This design comes from an exercise in tuning for small area, a short achievable clock period and few clock cycles per item on the open sky130 flow, not from production work.
Function was checked by simulation only, so behaviour that the tests miss may differ from the original.

==> inputs of run a <==
==> flow/design.v (excerpt) <==
module postfix_stack_evaluator (
  input  logic                   clk_i,
  input  logic                   rst_ni,
  input  logic                   s_axis_tvalid,
  output logic                   s_axis_tready,
  input  logic [pse_pkg::IN_TDATA_W-1:0]  s_axis_tdata,   
  input  logic [pse_pkg::TYPE_W-1:0]      s_axis_tuser,   
  input  logic                   s_axis_tlast,   
  output logic                   m_axis_tvalid,
  input  logic                   m_axis_tready,
  output logic [pse_pkg::OUT_TDATA_W-1:0] m_axis_tdata,   
  output logic [pse_pkg::STAT_W-1:0]      m_axis_tuser,   
  output logic                   m_axis_tlast    
);
  localparam int W = pse_pkg::Q_W;
  localparam logic [1:0] S_IDLE = 2'd0;
  localparam logic [1:0] S_PREP = 2'd1;
  localparam logic [1:0] S_ITER = 2'd2;
  localparam logic [1:0] S_FIN  = 2'd3;
  logic [1:0]   st_q, st_d;
  logic [4:0]   sp_q, sp_d;           
  logic [W-1:0] t_q, t_d;             
  logic [W-1:0] n_q, n_d;             
  logic [W-1:0] q_q, q_d;             
  logic [1:0]   nb_q, nb_d;           
  logic [4:0]   cnt_q, cnt_d;         
  logic         div_q, div_d;         
  logic         neg_q, neg_d;         
  ...
clock: 11.0 ns
lec_check: 0
cap_margin: 20
core_margin: 2
core_utilization: 40
slew_margin: 20
run.sh (not shown) runs the stock make flow with config.mk's settings and CLKGATE_MAP_FILE= SYNTH_SCRIPT=/design/flow/synth_recipe.tcl, a recipe that flattens the netlist after the stock synthesis.
==> run b: changes against run a <==
--- a/flow/design.v
+++ b/flow/design.v
@@ -89,30 +89,35 @@
   output logic                   m_axis_tvalid,
   input  logic                   m_axis_tready,
   output logic [pse_pkg::OUT_TDATA_W-1:0] m_axis_tdata,   
   output logic [pse_pkg::STAT_W-1:0]      m_axis_tuser,   
   output logic                   m_axis_tlast    
 );
   localparam int W = pse_pkg::Q_W;
-  localparam logic [1:0] S_IDLE = 2'd0;
-  localparam logic [1:0] S_PREP = 2'd1;
-  localparam logic [1:0] S_ITER = 2'd2;
-  localparam logic [1:0] S_FIN  = 2'd3;
-  logic [1:0]   st_q, st_d;
+  localparam logic [2:0] S_IDLE = 3'd0;
+  localparam logic [2:0] S_PREP = 3'd1;
+  localparam logic [2:0] S_ITER = 3'd2;
+  localparam logic [2:0] S_FIN  = 3'd3;
+  localparam logic [2:0] S_MRES = 3'd4;
+  logic [2:0]   st_q, st_d;
   logic [4:0]   sp_q, sp_d;           
   logic [W-1:0] t_q, t_d;             
   logic [W-1:0] n_q, n_d;             
   logic [W-1:0] q_q, q_d;             
   logic [1:0]   nb_q, nb_d;           
   logic [4:0]   cnt_q, cnt_d;         
   logic         div_q, div_d;         
   logic         neg_q, neg_d;         
   logic         int_q, int_d;         
   logic         esat_q, esat_d;       
   logic         ezero_q, ezero_d;     
+  logic         edz_q, edz_d;         
+  logic         nsg_q, nsg_d;         
+  logic [W-1:0] mc_q, mc_d;           
+  logic         cin_q, cin_d;         
   logic         last_q, last_d;       
   logic         ovalid_q, ovalid_d;
   logic [4:0]   odep_q, odep_d;
   logic         onz_q, onz_d;
   logic [2:0]   ost_q, ost_d;
   logic         olast_q, olast_d;
   logic         ram_we;
@@ -175,28 +180,33 @@
       qdig = 2'd2; r_sel = d2[W-1:0];
     end else if (!d1[W+3]) begin
       qdig = 2'd1; r_sel = d1[W-1:0];
     end else begin
       qdig = 2'd0; r_sel = r4[W-1:0];
     end
   end
-  logic [W+3:0] mac;
-  logic [W+3:0] pp0, pp1, pp2, pp3, pp4, s1, c1, s2, c2, s3, c3;
+  logic [W+3:0] pp0, pp1, pp2, pp3, pp4, pp5, s1, c1, s2, c2, s3, c3, s4, c4;
   assign pp0 = {4'b0, t_q};
-  assign pp1 = {4'b0, n_q} & {(W+4){q_q[0]}};
-  assign pp2 = {3'b0, n_q, 1'b0} & {(W+4){q_q[1]}};
-  assign pp3 = {2'b0, n_q, 2'b0} & {(W+4){q_q[2]}};
-  assign pp4 = {1'b0, n_q, 3'b0} & {(W+4){q_q[3]}};
+  assign pp1 = {4'b0, mc_q};
+  assign pp2 = {4'b0, n_q} & {(W+4){q_q[0]}};
+  assign pp3 = {3'b0, n_q, 1'b0} & {(W+4){q_q[1]}};
+  assign pp4 = {2'b0, n_q, 2'b0} & {(W+4){q_q[2]}};
+  assign pp5 = {1'b0, n_q, 3'b0} & {(W+4){q_q[3]}};
   assign s1  = pp0 ^ pp1 ^ pp2;
   assign c1  = {((pp0 & pp1) | (pp0 & pp2) | (pp1 & pp2)), 1'b0};
-  assign s2  = s1 ^ c1 ^ pp3;
-  assign c2  = {((s1 & c1) | (s1 & pp3) | (c1 & pp3)), 1'b0};
-  assign s3  = s2 ^ c2 ^ pp4;
-  assign c3  = {((s2 & c2) | (s2 & pp4) | (c2 & pp4)), 1'b0};
-  assign mac = s3 + c3;
+  assign s2  = pp3 ^ pp4 ^ pp5;
+  assign c2  = {((pp3 & pp4) | (pp3 & pp5) | (pp4 & pp5)), 1'b0};
+  assign s3  = s1 ^ c1 ^ s2;
+  assign c3  = {((s1 & c1) | (s1 & s2) | (c1 & s2)), 1'b0};
+  assign s4  = s3 ^ c3 ^ c2;
+  assign c4  = {((s3 & c3) | (s3 & c2) | (c3 & c2)), 1'b0};
+  logic [4:0] mlo;
+  assign mlo = {1'b0, s4[3:0]} + {1'b0, c4[3:0]} + {4'b0, cin_q};
+  logic [W-1:0] mres;
+  assign mres = t_q + mc_q + {{(W-1){1'b0}}, cin_q};
   logic [W-1:0] fmag, fmag_neg, fin_res;
   logic         fin_sat;
   always_comb begin
     if (div_q) begin
       fmag    = q_q;
       fin_sat = neg_q ? (q_q[W-1] & |q_q[W-2:0]) : q_q[W-1];
     end else begin
@@ -204,15 +214,16 @@
       fin_sat = neg_q ? (|t_q[W-1:24] | (t_q[23] & (|t_q[22:0] | |q_q[W-1:24] | int_q)))
                       : |t_q[W-1:23];
     end
     if (ezero_q) fin_sat = 1'b0;
     if (esat_q)  fin_sat = 1'b1;
   end
   assign fmag_neg = ~fmag + 1'b1;
-  assign fin_res  = fin_sat ? (neg_q ? pse_pkg::Q_MIN_U : pse_pkg::Q_MAX_U)
+  assign fin_res  = edz_q   ? (nsg_q ? pse_pkg::Q_MIN_U : pse_pkg::Q_MAX_U)
+                  : fin_sat ? (neg_q ? pse_pkg::Q_MIN_U : pse_pkg::Q_MAX_U)
                   : ezero_q ? '0
                             : (neg_q ? fmag_neg : fmag);
   logic esat_mul, esat_div, ezero_div;
   assign esat_mul  = ({1'b0, lz_n} + {1'b0, lz_t} <= 7'd23);   
   assign esat_div  = !e_c[7] && e_c >= 8'd48;
   assign ezero_div = e_c[7];
   logic         take, fresh, ofree;
@@ -232,14 +243,18 @@
     nb_d    = nb_q;
     cnt_d   = cnt_q;
     div_d   = div_q;
     neg_d   = neg_q;
     int_d   = int_q;
     esat_d  = esat_q;
     ezero_d = ezero_q;
+    edz_d   = edz_q;
+    nsg_d   = nsg_q;
+    mc_d    = mc_q;
+    cin_d   = cin_q;
     last_d  = last_q;
     ram_we  = 1'b0;
     fresh   = 1'b0;
     dep     = sp_q;
     stat    = pse_pkg::ST_OK;
     lastf   = s_axis_tlast;
     case (st_q)
@@ -266,66 +281,52 @@
                   t_d  = add_res;
                   stat = add_sat ? pse_pkg::ST_SAT : pse_pkg::ST_OK;
                 end
                 3'd2: begin
                   t_d  = sub_res;
                   stat = sub_sat ? pse_pkg::ST_SAT : pse_pkg::ST_OK;
                 end
-                3'd3: begin
-                  if (t_zero || n_zero) begin
-                    t_d = '0;
-                  end else begin
-                    fresh = 1'b0;
-                    dep   = sp_q;
-                    st_d  = S_PREP;
-                    t_d   = t_abs;
-                    n_d   = n_abs;
-                  end
-                end
-                default: begin
-                  if (t_zero) begin
-                    t_d  = n_q[W-1] ? pse_pkg::Q_MIN_U : pse_pkg::Q_MAX_U;
-                    stat = pse_pkg::ST_DIV0;
-                  end else if (n_zero) begin
-                    t_d = '0;
-                  end else begin
-                    fresh = 1'b0;
-                    dep   = sp_q;
-                    st_d  = S_PREP;
-                    t_d   = t_abs;
-                    n_d   = n_abs;
-                  end
+                default: begin   
+                  fresh = 1'b0;
+                  dep   = sp_q;
+                  st_d  = S_PREP;
+                  t_d   = t_abs;
+                  n_d   = n_abs;
                 end
               endcase
             end
           end
           div_d  = (kind == 3'd4);
           neg_d  = n_q[W-1] ^ t_q[W-1];
+          nsg_d  = n_q[W-1];
           int_d  = (t_q[23:0] == '0) && (n_q[23:0] == '0);
           last_d = s_axis_tlast;
           if (fresh) sp_d = s_axis_tlast ? 5'd0 : dep;
         end
       end
       S_PREP: begin
-        esat_d  = div_q ? esat_div : esat_mul;
-        ezero_d = div_q & ezero_div;
+        edz_d   = div_q & t_zero;
+        ezero_d = (div_q ? (n_zero | ezero_div) : (n_zero | t_zero)) & ~(div_q & t_zero);
+        esat_d  = (div_q ? esat_div : esat_mul) & ~t_zero & ~n_zero;
+        mc_d    = '0;
+        cin_d   = 1'b0;
         if (div_q) begin
-          st_d = (esat_div || ezero_div) ? S_FIN : S_ITER;
+          st_d = (t_zero || n_zero || esat_div || ezero_div) ? S_FIN : S_ITER;
           t_d  = t_nrm;
           q_d  = '0;
           if (e_c[0]) begin
             n_d  = {1'b0, n_nrm[W-1:1]};
             nb_d = {n_nrm[0], 1'b0};
           end else begin
             n_d  = {2'b0, n_nrm[W-1:2]};
             nb_d = n_nrm[1:0];
           end
           cnt_d = e_c[5:1] + 5'd1;
         end else begin
-          st_d = esat_mul ? S_FIN : S_ITER;
+          st_d = (t_zero || n_zero || esat_mul) ? S_FIN : S_ITER;
           t_d  = '0;
           if (t_q[23:0] == '0) begin
             q_d   = {24'b0, t_q[W-1:24]};
             cnt_d = 5'd6;
           end else if (n_q[23:0] == '0) begin
             q_d   = {24'b0, n_q[W-1:24]};
             n_d   = t_q;
@@ -338,26 +339,32 @@
       end
       S_ITER: begin
         if (div_q) begin
           n_d  = r_sel;
           q_d  = {q_q[W-3:0], qdig};
           nb_d = 2'b0;
         end else begin
-          t_d = mac[W+3:4];
-          q_d = {mac[3:0], q_q[W-1:4]};
+          t_d   = s4[W+3:4];
+          mc_d  = c4[W+3:4];
+          cin_d = mlo[4];
+          q_d   = {mlo[3:0], q_q[W-1:4]};
         end
         cnt_d   = cnt_q - 5'd1;
-        if (cnt_q == 5'd1) st_d = S_FIN;
+        if (cnt_q == 5'd1) st_d = div_q ? S_FIN : S_MRES;
+      end
+      S_MRES: begin
+        t_d  = mres;
+        st_d = S_FIN;
       end
       default: begin   
         fresh = 1'b1;
         t_d   = fin_res;
         n_d   = ram_rdata;
         dep   = sp_q - 5'd1;
-        stat  = fin_sat ? pse_pkg::ST_SAT : pse_pkg::ST_OK;
+        stat  = edz_q ? pse_pkg::ST_DIV0 : fin_sat ? pse_pkg::ST_SAT : pse_pkg::ST_OK;
         lastf = last_q;
         sp_d  = last_q ? 5'd0 : dep;
         st_d  = S_IDLE;
       end
     endcase
     ovalid_d = fresh | (ovalid_q & ~m_axis_tready);
     odep_d   = fresh ? dep          : odep_q;
@@ -383,14 +390,18 @@
     nb_q    <= nb_d;
     cnt_q   <= cnt_d;
     div_q   <= div_d;
     neg_q   <= neg_d;
     int_q   <= int_d;
     esat_q  <= esat_d;
     ezero_q <= ezero_d;
+    edz_q   <= edz_d;
+    nsg_q   <= nsg_d;
+    mc_q    <= mc_d;
+    cin_q   <= cin_d;
     last_q  <= last_d;
     odep_q  <= odep_d;
     onz_q   <= onz_d;
     ost_q   <= ost_d;
     olast_q <= olast_d;
   end
   assign s_axis_tready = ofree & (st_q == S_IDLE);
==> run c: changes against run a <==
--- a/flow/design.v
+++ b/flow/design.v
@@ -100,14 +100,15 @@
   logic [1:0]   st_q, st_d;
   logic [4:0]   sp_q, sp_d;           
   logic [W-1:0] t_q, t_d;             
   logic [W-1:0] n_q, n_d;             
   logic [W-1:0] q_q, q_d;             
   logic [1:0]   nb_q, nb_d;           
   logic [4:0]   cnt_q, cnt_d;         
+  logic [2:0]   msh_q, msh_d;         
   logic         div_q, div_d;         
   logic         neg_q, neg_d;         
   logic         int_q, int_d;         
   logic         esat_q, esat_d;       
   logic         ezero_q, ezero_d;     
   logic         last_q, last_d;       
   logic         ovalid_q, ovalid_d;
@@ -189,32 +190,40 @@
   assign s1  = pp0 ^ pp1 ^ pp2;
   assign c1  = {((pp0 & pp1) | (pp0 & pp2) | (pp1 & pp2)), 1'b0};
   assign s2  = s1 ^ c1 ^ pp3;
   assign c2  = {((s1 & c1) | (s1 & pp3) | (c1 & pp3)), 1'b0};
   assign s3  = s2 ^ c2 ^ pp4;
   assign c3  = {((s2 & c2) | (s2 & pp4) | (c2 & pp4)), 1'b0};
   assign mac = s3 + c3;
+  logic [2*W-1:0] mprod;
+  logic [W-1:0]   mhi, mlo;
+  assign mprod = {t_q, q_q} >> {msh_q, 2'b00};
+  assign mhi   = mprod[2*W-1:W];
+  assign mlo   = mprod[W-1:0];
   logic [W-1:0] fmag, fmag_neg, fin_res;
   logic         fin_sat;
   always_comb begin
     if (div_q) begin
       fmag    = q_q;
       fin_sat = neg_q ? (q_q[W-1] & |q_q[W-2:0]) : q_q[W-1];
     end else begin
-      fmag    = {t_q[23:0], q_q[W-1:24]};
-      fin_sat = neg_q ? (|t_q[W-1:24] | (t_q[23] & (|t_q[22:0] | |q_q[W-1:24] | int_q)))
-                      : |t_q[W-1:23];
+      fmag    = {mhi[23:0], mlo[W-1:24]};
+      fin_sat = neg_q ? (|mhi[W-1:24] | (mhi[23] & (|mhi[22:0] | |mlo[W-1:24] | int_q)))
+                      : |mhi[W-1:23];
     end
     if (ezero_q) fin_sat = 1'b0;
     if (esat_q)  fin_sat = 1'b1;
   end
   assign fmag_neg = ~fmag + 1'b1;
   assign fin_res  = fin_sat ? (neg_q ? pse_pkg::Q_MIN_U : pse_pkg::Q_MAX_U)
                   : ezero_q ? '0
                             : (neg_q ? fmag_neg : fmag);
+  logic [2:0] grp_t, grp_n;
+  assign grp_t = 3'((6'd27 - lz_t) >> 2);
+  assign grp_n = 3'((6'd27 - lz_n) >> 2);
   logic esat_mul, esat_div, ezero_div;
   assign esat_mul  = ({1'b0, lz_n} + {1'b0, lz_t} <= 7'd23);   
   assign esat_div  = !e_c[7] && e_c >= 8'd48;
   assign ezero_div = e_c[7];
   logic         take, fresh, ofree;
   logic [2:0]   kind;
   logic [4:0]   dep;        
@@ -227,14 +236,15 @@
     st_d    = st_q;
     sp_d    = sp_q;
     t_d     = t_q;
     n_d     = n_q;
     q_d     = q_q;
     nb_d    = nb_q;
     cnt_d   = cnt_q;
+    msh_d   = msh_q;
     div_d   = div_q;
     neg_d   = neg_q;
     int_d   = int_q;
     esat_d  = esat_q;
     ezero_d = ezero_q;
     last_d  = last_q;
     ram_we  = 1'b0;
@@ -317,23 +327,26 @@
             nb_d = {n_nrm[0], 1'b0};
           end else begin
             n_d  = {2'b0, n_nrm[W-1:2]};
             nb_d = n_nrm[1:0];
           end
           cnt_d = e_c[5:1] + 5'd1;
         end else begin
-          st_d = esat_mul ? S_FIN : S_ITER;
-          t_d  = '0;
-          if (t_q[23:0] == '0) begin
+          st_d  = esat_mul ? S_FIN : S_ITER;
+          t_d   = '0;
+          msh_d = 3'd0;
+          if (t_q[23:0] == '0 && (n_q[23:0] != '0 || grp_t <= grp_n)) begin
             q_d   = {24'b0, t_q[W-1:24]};
-            cnt_d = 5'd6;
+            cnt_d = {2'b0, grp_t};
+            msh_d = 3'd6 - grp_t;
           end else if (n_q[23:0] == '0) begin
             q_d   = {24'b0, n_q[W-1:24]};
             n_d   = t_q;
-            cnt_d = 5'd6;
+            cnt_d = {2'b0, grp_n};
+            msh_d = 3'd6 - grp_n;
           end else begin
             q_d   = t_q;
             cnt_d = 5'd12;
           end
         end
       end
       S_ITER: begin
@@ -378,14 +391,15 @@
   end
   always_ff @(posedge clk_i) begin
     t_q     <= t_d;
     n_q     <= n_d;
     q_q     <= q_d;
     nb_q    <= nb_d;
     cnt_q   <= cnt_d;
+    msh_q   <= msh_d;
     div_q   <= div_d;
     neg_q   <= neg_d;
     int_q   <= int_d;
     esat_q  <= esat_d;
     ezero_q <= ezero_d;
     last_q  <= last_d;
     odep_q  <= odep_d;
--- a/flow/config.mk
+++ b/flow/config.mk
@@ -4,8 +4,9 @@
 export VERILOG_FILES = /design/flow/design.v
 export SDC_FILE = /design/flow/constraint.sdc
 export NUM_CORES = 4
 export LEC_CHECK = 0
 export CAP_MARGIN = 20
 export CORE_MARGIN = 2
 export CORE_UTILIZATION = 40
+export SETUP_SLACK_MARGIN = 4
 export SLEW_MARGIN = 20
==> comparison table <==
                                                                                                         run c                    run a                    run b
Result of the run                                                                      complete, no violations  complete, no violations  complete, no violations
# fillers                                                                                                18347                    17704                    17915
Final core utilization                                                                                   0.444                    0.445                    0.447
Adder-cell share of the synthesized area                                                                 0.108                    0.111                    0.121
Total cell area at the placement stage                                                               79900 µm²                77300 µm²                79300 µm²
Footprint of the multi-input gates                                                                   46600 µm²                44100 µm²                44600 µm²
Post-detailed-placement half-perimeter wirelength                                                       283 mm                   294 mm                   301 mm
Final clock-cell share                                                                                  0.0368                   0.0377                   0.0422
Register-to-register setup slack                                                                       3790 ps                  3280 ps                  3320 ps
Clock-pin slew reported for the worst setup and hold paths after clock tree synthesis                    60 ps                    70 ps                    70 ps
Clock buffer count from CTS                                                                                 96                       94                      103
First-pass GRT wire length                                                                              553 mm                   558 mm                   561 mm
Total number of vias                                                                                     76815                    72908                    72577
Clock latency on the worst-skew pair                                                                    810 ps                   770 ps                   790 ps
Maximum clock frequency                                                                                139 MHz                  130 MHz                  130 MHz
Testbench counts of run a, summed over its fixed seeds: cycles 74,499, tokens 24,125.
Testbench counts of run b, summed over its fixed seeds: cycles 76,441, tokens 24,125.
Testbench counts of run c, summed over its fixed seeds: cycles 69,034, tokens 24,125.

[afterwards: timing with drivers on the ports]
How much do the figures lean on ideal ports? The routed layouts below were timed once more, with nothing changed but the port constraints.
Step 1, drivers: a clkbuf_16 drives clk_i and a buf_2 each remaining input, both assumed.
Step 2 times the ports against the registers' clock, not the clock port: input delays grow and output delays shrink by t, the midpoint of the rising clock arrivals with the driver on.
a / b / c = no drivers / after step 1 / after step 2; a / b = the first two.
run | t (ns) | slack for setup (ns) | latest minus earliest clock arrival (ns) | slew at the worst register clock pin (ns)
run a | 0.820 | 3.281 / 3.281 / 3.281 | 0.088 / 0.089 | 0.07 / 0.07
run b | 0.859 | 3.319 / 3.319 / 3.319 | 0.076 / 0.077 | 0.07 / 0.07
run c | 0.858 | 3.795 / 3.795 / 3.795 | 0.106 / 0.105 | 0.08 / 0.08
After both steps setup and hold are still met in every run listed.
